This is an optimization exercise on Yosys and OpenROAD, whose aim is small area and a short achievable clock period, not a production implementation. RTL that was checked went through simulation tests only; none was proved equivalent to the original. No activity file was given, so power comes from the tool's default toggle rates.

==> build 64: inputs <==
## median_filter
module median_filter (
	input  logic        clk,
	input  logic        rst,
	input  logic        i_clken,
	input  logic        i_mode,
	input  logic [39:0] i_column,
	output logic [7:0]  o_median,
	output logic        o_valid
);
	logic [7:0][39:0] h;
	logic [1:0] mode_q;
	always_ff @(posedge clk) begin
		if (i_clken) begin
			h <= {h[6:0], i_column};
			mode_q <= {mode_q[0], i_mode};
		end
	end
	logic [24:0] s1_alive;
	logic [4:0] s1_q;
	assign s1_alive[0] = mode_q[0];
	assign s1_alive[1] = mode_q[0];
	assign s1_alive[2] = mode_q[0];
	assign s1_alive[3] = mode_q[0];
	assign s1_alive[4] = mode_q[0];
	assign s1_alive[5] = mode_q[0];
	assign s1_alive[6] = 1;
	assign s1_alive[7] = 1;
	assign s1_alive[8] = 1;
	assign s1_alive[9] = mode_q[0];
	assign s1_alive[10] = mode_q[0];
	assign s1_alive[11] = 1;
	assign s1_alive[12] = 1;
	assign s1_alive[13] = 1;
	assign s1_alive[14] = mode_q[0];
	assign s1_alive[15] = mode_q[0];
	assign s1_alive[16] = 1;
	assign s1_alive[17] = 1;
	assign s1_alive[18] = 1;
	assign s1_alive[19] = mode_q[0];
	assign s1_alive[20] = mode_q[0];
	assign s1_alive[21] = mode_q[0];
	assign s1_alive[22] = mode_q[0];
	assign s1_alive[23] = mode_q[0];
	assign s1_alive[24] = mode_q[0];
	assign s1_q = mode_q[0] ? 5'd19 : 5'd27;
	logic [24:0] s1_b1;
	logic [5:0] s1_e1;
  ...
export LEC_CHECK = 0
export CAP_MARGIN = 20
export CORE_MARGIN = 2
export CORE_UTILIZATION = 40
export SLEW_MARGIN = 20
export SYNTH_HIERARCHICAL = 1
export SYNTH_MINIMUM_KEEP_SIZE = 0
create_clock -name core_clock -period 22.0 [get_ports {clk}]
standard.sh (not shown) runs the stock make flow with config.mk's settings and CLKGATE_MAP_FILE= SYNTH_SCRIPT=/design/flow/synth_recipe.tcl, a recipe that flattens the netlist after the stock synthesis.
==> flow/flow/run.sh <==
#!/bin/bash
# standard layout, with setup repair aiming well below the clock period
set -euo pipefail
bash standard.sh SETUP_SLACK_MARGIN=18 finish > standard_make.log 2>&1
==> inputs of build 27, as changes to build 64 <==
==> flow/flow/run.sh (replaced) <==
#!/bin/bash
# standard layout, with setup repair aiming well below the clock period
set -euo pipefail
bash standard.sh SETUP_SLACK_MARGIN=16.5 finish > standard_make.log 2>&1
==> inputs of build 98, as changes to build 64 <==
==> flow/flow/run.sh (replaced) <==
#!/bin/bash
# standard layout, with setup repair aiming well below the clock period
set -euo pipefail
bash standard.sh SETUP_SLACK_MARGIN=16.5 finish > standard_make.log 2>&1
--- a/flow/config.mk
+++ b/flow/config.mk
@@ -7,7 +7,7 @@
 export LEC_CHECK = 0
 export CAP_MARGIN = 20
 export CORE_MARGIN = 2
-export CORE_UTILIZATION = 40
+export CORE_UTILIZATION = 65
 export SLEW_MARGIN = 20
 export SYNTH_HIERARCHICAL = 1
 export SYNTH_MINIMUM_KEEP_SIZE = 0
==> metrics.md <==
| Metric | Value |
|---|---|
| Status | no timing/DRC/antenna violations |
| Normalized max-slew margin | 0.673 |
| NetSw | 1.60 mW |
| DPL Wire Length | 33.7 mm |
| # Taps | 765 |
| Seq/total area | 0.382 |
| Buffers excl. clock | 304 |
| Worst vdd ir | 164 uV |
| M1 WL | 22.7 mm |
[end of results for build 64]
==> metrics.md <==
| Metric | Value |
|---|---|
| Status | no timing/DRC/antenna violations |
| M1 WL | 19.3 mm |
| NetSw | 1.40 mW |
| Seq/total area | 0.463 |
| # Taps | 765 |
| Largest net degree at the start of global routing | 125 |
| Normalized max-slew margin | 0.595 |
| DPL Wire Length | 33.3 mm |
| Buffers excl. clock | 105 |
[end of results for build 27]
==> metrics.md <==
| Metric | Value |
|---|---|
| Status | no timing/DRC/antenna violations |
| RSZ-0062 raised after global routing | true |
| M1 WL | 21.2 mm |
| Buffers excl. clock | 112 |
| Normalized max-slew margin | 0.597 |
| DPL Wire Length | 32.9 mm |
| NetSw | 1.38 mW |
| # Taps | 461 |
| Seq/total area | 0.469 |
[end of results for build 98]
Function was not checked in any run of this note: the RTL went through the layout flow alone.

--- another note on this design; it stands on its own ---

==> v32: inputs <==
Design median_filter, start of the top module:
module median_filter (
	input  logic        clk,
	input  logic        rst,
	input  logic        i_clken,
	input  logic        i_mode,
	input  logic [39:0] i_column,
	output logic [7:0]  o_median,
	output logic        o_valid
);
==> flow/config.mk <==
export PLATFORM = sky130hd
export DESIGN_NAME = median_filter
export DESIGN_NICKNAME = median_filter
export VERILOG_FILES = /design/flow/design.v
export SDC_FILE = /design/flow/constraint.sdc
export NUM_CORES = 4
export LEC_CHECK = 0
export CAP_MARGIN = 20
export CORE_MARGIN = 2
export CORE_UTILIZATION = 40
export CTS_CLUSTER_DIAMETER = 100
export CTS_CLUSTER_SIZE = 30
export SLEW_MARGIN = 20
export SYNTH_HIERARCHICAL = 1
export SYNTH_MINIMUM_KEEP_SIZE = 0
==> flow/constraint.sdc <==
create_clock -name core_clock -period 22.0 [get_ports {clk}]
set_input_delay 4.4000 -clock core_clock [delete_from_list [all_inputs] [get_ports {clk}]]
set_output_delay 4.4000 -clock core_clock [all_outputs]
set_load 0.01 [all_outputs]
standard.sh (not shown) runs the stock make flow with config.mk's settings and CLKGATE_MAP_FILE= SYNTH_SCRIPT=/design/flow/synth_recipe.tcl, a recipe that flattens the netlist after the stock synthesis.
==> flow/flow/run.sh <==
#!/bin/bash
# standard layout, with setup repair aiming well below the clock period
set -euo pipefail
bash standard.sh SETUP_SLACK_MARGIN=16.8 finish > standard_make.log 2>&1
==> v21 (differences from v32) <==
==> flow/flow/run.sh (replaced) <==
#!/bin/bash
# standard layout, with setup repair aiming well below the clock period
# and the smallest buffer on the ports
set -euo pipefail
bash standard.sh SETUP_SLACK_MARGIN=16.5 "BUFFER_PORTS_ARGS=-buffer_cell sky130_fd_sc_hd__buf_1" finish > standard_make.log 2>&1
CORE_UTILIZATION = 65   (was 40)
==> qor summary <==
item	v32	v21
Result of the run	complete, no violations	complete, no violations
Layout Nets	1934	1923
Non-clock buffering overhead in the final layout	3.57%	1.86%
Worst Setup Start Kind	register	input pin
Proportion of layout cells with a drive suffix above 1	10.2%	5.99%
Switching power total	1.33 mW	1.32 mW
Number of tap cells inserted	765	461
Beginning of the worst register-to-register path	s2_med_q[4]	s3_med_q[2]
Critical-path maximum fanout	2	84
Number of vias per cell	4.96	5.84
Leakage	10.1 nW	9.73 nW
Power of the clock network	0.490 mW	0.415 mW
Global-route usage over all layers	15.7%	25.8%
Fraction of the cycle the final worst path needs	25.2%	24.9%
Final standard cell utilization of the core	45.3%	70.0%
Clock buffer cells	25	23
Final critical-path required period	5550 ps	5480 ps
Initial Util	40.3%	65.6%
First-pass GRT wire length	72.1 mm	70.4 mm
Final wirelength	46.0 mm	44.9 mm
Cell depth of the worst flop-to-flop path	15	14
Tightest hold margin	406 ps	416 ps
Critical register-to-register path endpoint	s3_q_q[3]	res[0]
Post-detailed-placement cell area	24600 sq um	23900 sq um
1st-pass router iterations	4	5

==> what the ideal ports hide <==
Ports are ideal in the flow. The routed layouts listed here were re-timed in OpenROAD.
Step 1 (the two cells are an assumption about what drives the block):
set clk [get_ports {clk}]
set_driving_cell -lib_cell sky130_fd_sc_hd__clkbuf_16 $clk
set_driving_cell -lib_cell sky130_fd_sc_hd__buf_2 [delete_from_list [all_inputs] $clk]
Step 2, shift: input delay + t, output delay - t, t = (earliest + latest rising clock arrival at the registers) / 2. This alone moves slack from input paths to output paths.
Slacks: ideal ports / drivers / drivers and shift; pairs: ideal ports / drivers.
run	shift t [ns]	setup WS [ns]	worst setup path after step 2
build 64	0.641	16.468 / 16.160 / 15.519	input to register
build 27	0.629	16.507 / 16.454 / 16.006	input to register
build 98	0.633	16.502 / 16.446 / 15.903	input to register
v32	0.623	16.450 / 16.394 / 16.143	input to register
v21	0.586	16.515 / 16.477 / 15.956	input to register
After both steps setup and hold are still met in every run listed. For build 64, which loses most, drivers alone change the setup slack by -0.308 ns; drivers and shift together by -0.949 ns.
